Background: an optimization exercise with open tools, aiming at a short achievable clock period and few clock cycles per item. Do not read the settings as production practice.
RTL that was checked went through simulation tests only; none was proved equivalent to the original.
Power figures rest on the tool's default switching activity, not on a simulated workload.

==> run Y <==
==> flow/design.v <==
`default_nettype none
package spk_out_pkg;
    localparam int FLIT_W      = 59;
    localparam int TYPE_W      = 3;
    localparam int ROUTE_W     = 21;
    localparam int TYPE_MSB    = 58;
    localparam int ROUTE_MSB   = 55;
    localparam int ROUTE_LSB   = 35;
    localparam int NEURON_ID_W = 24;
    localparam int CONT_BIT = 0;
    localparam int DST_ADDR_W = 4;
    localparam int DST_DEPTH  = 16;
    localparam int FIFO_ADDR_W = 1;
    localparam int FIFO_DEPTH  = 2;
    localparam int CREDIT_MAX = 15;
    typedef logic [FLIT_W-1:0]      flit_t;
    typedef logic [TYPE_W-1:0]      flit_type_t;
    typedef logic [ROUTE_W-1:0]     route_t;
    typedef logic [NEURON_ID_W-1:0] neuron_id_t;
    typedef logic [DST_ADDR_W-1:0]  dst_addr_t;
    typedef logic [FIFO_ADDR_W-1:0] fifo_addr_t;
    localparam flit_type_t SPIKE    = 3'b000;
    localparam flit_type_t READ     = 3'b111;
endpackage
`default_nettype wire
`timescale 1ns/1ns
`default_nettype none
import spk_out_pkg::*;
module dst_ram (
    input  wire                    clk,
    input  wire                    rst_n,
    input  wire                    wr_en,
    input  spk_out_pkg::dst_addr_t wr_addr,
    input  spk_out_pkg::route_t    wr_data,
    input  spk_out_pkg::dst_addr_t rd_addr,
    output spk_out_pkg::route_t    rd_data,
    input  wire                    walk_step,
    input  wire                    walk_busy,
    output spk_out_pkg::route_t    route0,
    output logic                   route0_cont_nxt,    
    output spk_out_pkg::route_t    walk_route,
    output logic                   walk_cont_nxt       
);
    spk_out_pkg::route_t  mem  [0:DST_DEPTH-1];
    logic [DST_DEPTH-1:0] nx;          
    logic [DST_DEPTH-1:0] nx_nxt;
    logic [DST_DEPTH-1:0] nx_first;
    spk_out_pkg::route_t  after;
    spk_out_pkg::route_t  walk_nxt;
    logic [DST_DEPTH-1:0] last;        
    logic [DST_DEPTH-1:0] last_q;
    always_ff @(posedge clk) begin
        if (wr_en) begin
            mem[wr_addr] <= wr_data;
        end
    end
    always_ff @(posedge clk) begin
        rd_data <= mem[rd_addr];
    end
    always_comb begin
        for (int i = 0; i < DST_DEPTH; i++) begin
            last[i] = !mem[i][CONT_BIT];
            for (int j = 0; j < i; j++) begin
                if (!mem[j][CONT_BIT]) last[i] = 1'b0;
            end
        end
    end
    always_ff @(posedge clk) begin
        last_q <= last;
    end
    always_comb begin
        after = '0;
        for (int i = 0; i < DST_DEPTH; i++) begin
            after = after | (mem[i] & {ROUTE_W{nx[i]}});
        end
    end
    always_comb begin
        nx_nxt[0] = |(nx & last_q) || (nx[DST_DEPTH-1] && !last_q[DST_DEPTH-1]);
        for (int i = 1; i < DST_DEPTH; i++) begin
            nx_nxt[i] = nx[i-1] && !last_q[i-1];
        end
        nx_first    = '0;
        nx_first[0] = last_q[0] || last_q[1];
        nx_first[2] = !last_q[0] && !last_q[1];
    end
    assign walk_nxt = !walk_busy ? (last_q[0] ? mem[0] : mem[1]) :
                      walk_step  ? after : walk_route;
    always_ff @(posedge clk or negedge rst_n) begin
        if (!rst_n) begin
            nx         <= '0;
            walk_route <= '0;
        end else begin
            walk_route <= walk_nxt;
            if (!walk_busy) begin
                nx <= nx_first;
            end else if (walk_step) begin
                nx <= nx_nxt;
            end
        end
    end
    assign route0          = mem[0];
    assign route0_cont_nxt = (wr_en && wr_addr == '0) ? wr_data[CONT_BIT] : mem[0][CONT_BIT];
    assign walk_cont_nxt   = walk_nxt[CONT_BIT];
endmodule
`default_nettype wire
`timescale 1ns/1ns
`default_nettype none
import spk_out_pkg::*;
module data_fifo (
    input  wire                 clk,
    input  wire                 rst_n,
    input  wire                 wr_en,
    input  wire  [FLIT_W:0]     din,         
    input  wire                 pop_head,    
    input  wire                 pop_in,      
    output logic                head_v,
    output logic [FLIT_W:0]     head,
    output logic                full
);
    logic [FLIT_W:0]          mem [0:FIFO_DEPTH-1];
    logic [FIFO_DEPTH-1:0]    wr_sel;      
    logic [FIFO_DEPTH-1:0]    rd_sel;      
    logic [FIFO_ADDR_W:0]     count;       
    logic                     nonempty;    
    logic                     take;
    logic                     rd_adv;
    logic [FLIT_W:0]          rd_data;
    logic [FLIT_W:0]          head_nxt;
    logic                     head_v_nxt;
    logic [FIFO_ADDR_W:0]     count_nxt;
    assign take   = !head_v || pop_head;
    assign rd_adv = take && (nonempty || wr_en);
    always_comb begin
        rd_data = '0;
        for (int i = 0; i < FIFO_DEPTH; i++) begin
            rd_data = rd_data | (mem[i] & {(FLIT_W+1){rd_sel[i]}});
        end
    end
    assign head_nxt   = nonempty ? rd_data : din;
    assign head_v_nxt = head_v ? (nonempty || wr_en) : (wr_en && !pop_in);
    always_ff @(posedge clk) begin
        for (int i = 0; i < FIFO_DEPTH; i++) begin
            if (wr_en && wr_sel[i]) begin
                mem[i] <= din;
            end
        end
    end
    always_ff @(posedge clk) begin
        if (take) begin
            head <= head_nxt;
        end
    end
    always_comb begin
        count_nxt = count;
        if (wr_en && !take) begin
            count_nxt = count + 1'b1;
        end else if (!wr_en && take && nonempty) begin
            count_nxt = count - 1'b1;
        end
    end
    always_ff @(posedge clk or negedge rst_n) begin
        if (!rst_n) begin
            head_v    <= 1'b0;
            wr_sel    <= {{(FIFO_DEPTH-1){1'b0}}, 1'b1};
            rd_sel    <= {{(FIFO_DEPTH-1){1'b0}}, 1'b1};
            count     <= '0;
            nonempty  <= 1'b0;
            full      <= 1'b0;
        end else begin
            if (take) begin
                head_v    <= head_v_nxt;
            end
            if (wr_en) begin
                wr_sel <= {wr_sel[FIFO_DEPTH-2:0], wr_sel[FIFO_DEPTH-1]};
            end
            if (rd_adv) begin
                rd_sel <= {rd_sel[FIFO_DEPTH-2:0], rd_sel[FIFO_DEPTH-1]};
            end
            count    <= count_nxt;
            nonempty <= (count_nxt != '0);
            full     <= ({1'b0, count} + head_v + !full) > FIFO_DEPTH;
        end
    end
endmodule
`default_nettype wire
`timescale 1ns/1ns
`default_nettype none
import spk_out_pkg::*;
module spike_ingress (
    input  wire                     clk,
    input  wire                     rst_n,
    input  wire                     soma_fire,
    input  spk_out_pkg::neuron_id_t neuron_id,
    input  wire                     config_we,
    input  spk_out_pkg::flit_t      config_flit,
    output logic                    config_full,
    output logic                    push,
    output logic                    push_rd,
    output spk_out_pkg::flit_t      push_data,
    input  wire                     pop_head,
    input  wire                     pop_in,
    output logic                    head_v,
    output logic                    head_rd,
    output spk_out_pkg::flit_t      head
);
    assign push      = soma_fire || config_we;
    assign push_data = soma_fire ? {SPIKE, 21'b0, 11'b0, neuron_id} : config_flit;
    assign push_rd   = !soma_fire && (config_flit[TYPE_MSB:ROUTE_MSB+1] == READ);
    data_fifo i_data_fifo (
        .clk         (clk),
        .rst_n       (rst_n),
        .wr_en       (push),
        .din         ({push_rd, push_data}),
        .pop_head    (pop_head),
        .pop_in      (pop_in),
        .head_v      (head_v),
        .head        ({head_rd, head}),
        .full        (config_full)
    );
endmodule
`default_nettype wire
`timescale 1ns/1ns
`default_nettype none
import spk_out_pkg::*;
module flit_sender (
    input  wire                     clk,
    input  wire                     rst_n,
    input  wire                     push,
    input  wire                     push_rd,
    input  spk_out_pkg::flit_t      push_data,
    output logic                    pop_head,
    output logic                    pop_in,
    input  wire                     head_v,
    input  wire                     head_rd,
    input  spk_out_pkg::flit_t      head,
    input  wire                     credit_in,
    output logic                    flit_out_wr,
    output spk_out_pkg::flit_t      flit_out,
    input  wire                     dst_we,
    input  spk_out_pkg::dst_addr_t  dst_waddr,
    input  spk_out_pkg::route_t     dst_wdata,
    input  wire                     dst_re,
    input  spk_out_pkg::dst_addr_t  dst_raddr,
    output spk_out_pkg::route_t     dst_rdata
);
    logic                    credit_q;
    logic [CREDIT_MAX-1:0]   left;
    logic                    left0_nxt;
    logic                    dst_we_q;
    logic                    no_send;
    logic                    can_send;
    logic                    more;        
    logic                    out_rd;
    spk_out_pkg::flit_t      out_data;
    logic                    adv;
    logic                    last_copy;
    logic                    step;
    spk_out_pkg::route_t     walk_route;
    spk_out_pkg::route_t     route0;
    spk_out_pkg::route_t     copy_route;
    logic                    route0_cont_nxt;
    logic                    walk_cont_nxt;
    logic                    more_nxt;
    logic                    cont;        
    assign can_send  = !no_send;
    assign out_rd    = head_v ? head_rd : push_rd;
    assign out_data  = head_v ? head : push_data;
    assign copy_route = more ? walk_route : route0;
    assign adv       = can_send && (head_v || push);
    assign last_copy = out_rd || !cont;
    assign pop_head  = can_send && (head_rd || !cont);
    assign pop_in    = can_send && (push_rd || !cont);
    assign step      = can_send && more;
    assign more_nxt  = adv ? !last_copy : more;
    always_comb begin
        case ({adv, credit_q})
            2'b01:   left0_nxt = 1'b1;
            2'b10:   left0_nxt = left[1];
            default: left0_nxt = left[0];
        endcase
    end
    always_ff @(posedge clk or negedge rst_n) begin
        if (!rst_n) begin
            credit_q    <= 1'b0;
            left        <= '1;
            dst_we_q    <= 1'b0;
            no_send     <= 1'b0;
            flit_out_wr <= 1'b0;
            more        <= 1'b0;
            cont        <= 1'b0;
        end else begin
            credit_q    <= credit_in;
            dst_we_q    <= dst_we;
            no_send     <= !(left0_nxt || credit_in) || dst_we || dst_we_q;
            flit_out_wr <= adv;
            case ({adv, credit_q})
                2'b01:   left <= {left[CREDIT_MAX-2:0], 1'b1};
                2'b10:   left <= {1'b0, left[CREDIT_MAX-1:1]};
                default: left <= left;
            endcase
            more        <= more_nxt;
            cont        <= more_nxt ? walk_cont_nxt : route0_cont_nxt;
        end
    end
    always_ff @(posedge clk) begin
        flit_out[TYPE_MSB:ROUTE_MSB+1] <= out_data[TYPE_MSB:ROUTE_MSB+1];
        flit_out[ROUTE_LSB-1:0]        <= out_data[ROUTE_LSB-1:0];
        flit_out[ROUTE_MSB:ROUTE_LSB]  <= out_rd ? out_data[ROUTE_MSB:ROUTE_LSB] : copy_route;
    end
    dst_ram i_dst_ram (
        .clk        (clk),
        .rst_n      (rst_n),
        .wr_en      (dst_we),
        .wr_addr    (dst_waddr),
        .wr_data    (dst_wdata),
        .rd_addr    (dst_raddr),
        .rd_data    (dst_rdata),
        .walk_step  (step),
        .walk_busy  (more),
        .route0          (route0),
        .route0_cont_nxt (route0_cont_nxt),
        .walk_route      (walk_route),
        .walk_cont_nxt   (walk_cont_nxt)
    );
endmodule
`default_nettype wire
`timescale 1ns/1ns
`default_nettype none
import spk_out_pkg::*;
module spk_out (
    input  wire                     clk,
    input  wire                     rst_n,
    input  wire                     soma_fire,
    input  spk_out_pkg::neuron_id_t neuron_id,
    input  wire                     config_we,
    input  spk_out_pkg::flit_t      config_flit,
    output logic                    config_full,
    input  wire                     credit_in,
    output logic                    flit_out_wr,
    output spk_out_pkg::flit_t      flit_out,
    input  wire                     dst_we,
    input  spk_out_pkg::dst_addr_t  dst_waddr,
    input  spk_out_pkg::route_t     dst_wdata,
    input  wire                     dst_re,
    input  spk_out_pkg::dst_addr_t  dst_raddr,
    output spk_out_pkg::route_t     dst_rdata
);
    logic               push;
    logic               push_rd;
    spk_out_pkg::flit_t push_data;
    logic               pop_head;
    logic               pop_in;
    logic               head_v;
    logic               head_rd;
    spk_out_pkg::flit_t head;
    spike_ingress i_spike_ingress (
        .clk         (clk),
        .rst_n       (rst_n),
        .soma_fire   (soma_fire),
        .neuron_id   (neuron_id),
        .config_we   (config_we),
        .config_flit (config_flit),
        .config_full (config_full),
        .push        (push),
        .push_rd     (push_rd),
        .push_data   (push_data),
        .pop_head    (pop_head),
        .pop_in      (pop_in),
        .head_v      (head_v),
        .head_rd     (head_rd),
        .head        (head)
    );
    flit_sender i_flit_sender (
        .clk         (clk),
        .rst_n       (rst_n),
        .push        (push),
        .push_rd     (push_rd),
        .push_data   (push_data),
        .pop_head    (pop_head),
        .pop_in      (pop_in),
        .head_v      (head_v),
        .head_rd     (head_rd),
        .head        (head),
        .credit_in   (credit_in),
        .flit_out_wr (flit_out_wr),
        .flit_out    (flit_out),
        .dst_we      (dst_we),
        .dst_waddr   (dst_waddr),
        .dst_wdata   (dst_wdata),
        .dst_re      (dst_re),
        .dst_raddr   (dst_raddr),
        .dst_rdata   (dst_rdata)
    );
endmodule
`default_nettype wire
==> flow/run.sh <==
#!/bin/bash
# synth_recipe.tcl (not shown) runs the flow's synth.tcl, then flattens the netlist and writes it again
# the make line also repeats each setting of config.mk as NAME=value (left out here)
make -C /OpenROAD-flow-scripts/flow DESIGN_CONFIG=/design/flow/config.mk WORK_HOME=/design/flow/orfs CLKGATE_MAP_FILE= SYNTH_SCRIPT=/design/flow/synth_recipe.tcl finish
==> flow/config.mk <==
export PLATFORM = sky130hd
export DESIGN_NAME = spk_out
export DESIGN_NICKNAME = spk_out
export VERILOG_FILES = /design/flow/design.v
export SDC_FILE = /design/flow/constraint.sdc
export NUM_CORES = 4
export LEC_CHECK = 0
export ABC_CLOCK_PERIOD_IN_PS = 1500
export CAP_MARGIN = 20
export CORE_MARGIN = 2
export CORE_UTILIZATION = 60
export SETUP_SLACK_MARGIN = 2.3
export SLEW_MARGIN = 20
==> flow/constraint.sdc <==
create_clock -name core_clock -period 4.0 [get_ports {clk}]
set_input_delay 0.8000 -clock core_clock [delete_from_list [all_inputs] [get_ports {clk}]]
set_output_delay 0.8000 -clock core_clock [all_outputs]
set_load 0.01 [all_outputs]
==> run R (differences from run Y) <==
CORE_UTILIZATION = 50   (was 60)
==> run H (differences from run Y) <==
==> flow/design.v, changed modules only <==
module dst_ram (
    input  wire                    clk,
    input  wire                    rst_n,
    input  wire                    wr_en,
    input  spk_out_pkg::dst_addr_t wr_addr,
    input  spk_out_pkg::route_t    wr_data,
    input  spk_out_pkg::dst_addr_t rd_addr,
    output spk_out_pkg::route_t    rd_data,
    input  wire                    walk_step,
    input  wire                    walk_busy,
    output spk_out_pkg::route_t    route0,
    output logic                   route0_cont_nxt,    
    output spk_out_pkg::route_t    walk_route,
    output logic                   walk_cont_nxt       
);
    spk_out_pkg::route_t  mem  [0:DST_DEPTH-1];
    logic [DST_DEPTH-1:0] nx;          
    logic [DST_DEPTH-1:0] nx_nxt;
    logic [DST_DEPTH-1:0] nx_first;
    spk_out_pkg::route_t  after;       
    spk_out_pkg::route_t  at_nx;
    spk_out_pkg::route_t  at_nx_d;
    spk_out_pkg::route_t  at_succ_d;
    spk_out_pkg::route_t  at_succ;
    spk_out_pkg::route_t  at_first;
    logic [1:0]           nx_set;
    spk_out_pkg::route_t  walk_nxt;
    logic [DST_DEPTH-1:0] last;        
    logic [DST_DEPTH-1:0] last_q;
    always_ff @(posedge clk) begin
        if (wr_en) begin
            mem[wr_addr] <= wr_data;
        end
    end
    always_ff @(posedge clk) begin
        rd_data <= mem[rd_addr];
    end
    always_comb begin
        for (int i = 0; i < DST_DEPTH; i++) begin
            last[i] = !mem[i][CONT_BIT];
            for (int j = 0; j < i; j++) begin
                if (!mem[j][CONT_BIT]) last[i] = 1'b0;
            end
        end
    end
    always_ff @(posedge clk) begin
        last_q <= last;
    end
    always_comb begin
        nx_nxt[0] = |(nx & last_q) || (nx[DST_DEPTH-1] && !last_q[DST_DEPTH-1]);
        for (int i = 1; i < DST_DEPTH; i++) begin
            nx_nxt[i] = nx[i-1] && !last_q[i-1];
        end
        nx_first    = '0;
        nx_first[0] = last_q[0] || last_q[1];
        nx_first[2] = !last_q[0] && !last_q[1];
    end
    always_comb begin
        at_nx_d   = '0;
        at_succ_d = '0;
        for (int i = 0; i < DST_DEPTH; i++) begin
            at_nx_d   = at_nx_d   | (mem[i] & {ROUTE_W{nx[i]}});
            at_succ_d = at_succ_d | (mem[i] & {ROUTE_W{nx_nxt[i]}});
        end
    end
    always_ff @(posedge clk) begin
        at_nx    <= at_nx_d;
        at_succ  <= at_succ_d;
        at_first <= (last_q[0] || last_q[1]) ? mem[0] : mem[2];
        nx_set   <= !walk_busy ? 2'd2 : (walk_step ? 2'd1 : 2'd0);
    end
    assign after = (nx_set == 2'd2) ? at_first : (nx_set == 2'd1) ? at_succ : at_nx;
    assign walk_nxt = !walk_busy ? (last_q[0] ? mem[0] : mem[1]) :
                      walk_step  ? after : walk_route;
    always_ff @(posedge clk or negedge rst_n) begin
        if (!rst_n) begin
            nx         <= '0;
            walk_route <= '0;
        end else begin
            walk_route <= walk_nxt;
            if (!walk_busy) begin
                nx <= nx_first;
            end else if (walk_step) begin
                nx <= nx_nxt;
            end
        end
    end
    assign route0          = mem[0];
    assign route0_cont_nxt = (wr_en && wr_addr == '0) ? wr_data[CONT_BIT] : mem[0][CONT_BIT];
    assign walk_cont_nxt   = walk_nxt[CONT_BIT];
endmodule
CORE_UTILIZATION = 50   (was 60)
==> qor summary <==
| quantity | run R | run H | run Y |
|---|---|---|---|
| Width of the die | 239.6 µm | 256.8 µm | 219.1 µm |
| Switching Fraction | 24.49% | 25.76% | 24.47% |
| Post_cts resized | 602 | 574 | 613 |
| Growth of design area from synthesis to finish | 31.36% | 27.24% | 30.12% |
| Register fraction of the total cell area | 52.76% | 50.56% | 53.23% |
| Total of clock buffers placed in the layout | 96 | 109 | 95 |
| Area enclosed by the die boundary | 57420 µm² | 65920 µm² | 48000 µm² |
| Syn avg cell area | 15.87 µm² | 14.60 µm² | 15.87 µm² |
| Final standard cell utilization of the core | 66.31% | 64.43% | 79.42% |
| Non-clock buffering overhead in the final layout | 12.79% | 11.01% | 13.14% |
| Number of placed instances with taps included | 2610 | 3110 | 2470 |
| Layout cells sized above 1 | 36.25% | 32.64% | 36.31% |
| Taps Inserted | 748 | 846 | 600 |
| Number of fillers in the final layout | 3832 | 4611 | 2515 |
| Combinational power | 2.42 mW | 2.89 mW | 2.40 mW |
| Result of the run | timing/DRC/antenna clean | timing/DRC/antenna clean | timing/DRC/antenna clean |
| Termination of the worst setup path | config_full | i_flit_sender.i_dst_ram.at_succ[4]$_DFF_P_ | config_full |
| Slowest cell on the critical path | sky130_fd_sc_hd__dfrtp_1 | sky130_fd_sc_hd__nor2b_4 | sky130_fd_sc_hd__dfrtp_1 |
| Via count of the first global-routing pass | 18439 | 23501 | 18789 |
Testbench counts of run Y, summed over its fixed seeds: cycles 4,111, flits 4,071.
Testbench counts of run R, summed over its fixed seeds: cycles 4,111, flits 4,071.
For run H, only the layout was checked, not whether the RTL still works.

[afterwards: timing with drivers on the ports]
In the flow no input, the clock included, has a driving cell. The finished layouts below were timed again as built, in two steps.
Step 1 sets driving cells, clkbuf_16 on the clock port and buf_2 on the other inputs (assumed; they add their load-dependent delay and slew).
Step 2 adds t to the input delays and takes it off the output delays; t is the mean of the earliest and latest rising clock arrival at the registers after step 1. Input paths then give back, and output paths get back, about the clock's delay inside the block.
Three values: ideal ports, drivers, drivers and shift; two values: the first two.
run	t, ns	setup slack, ns	hold WS [ns]	worst data-port slew with drivers (ns)
run Y	0.653	2.053 / 1.993 / 1.516	0.292 / 0.258 / 0.454	0.21
run R	0.666	2.070 / 2.008 / 1.430	0.148 / 0.109 / 0.469	0.23
run H	0.684	1.892 / 1.892 / 1.439	0.329 / 0.307 / 0.459	0.18
After both steps setup and hold are still met in every run listed. For run R, which loses most, drivers alone change the setup slack by -0.062 ns; drivers and shift together by -0.640 ns.
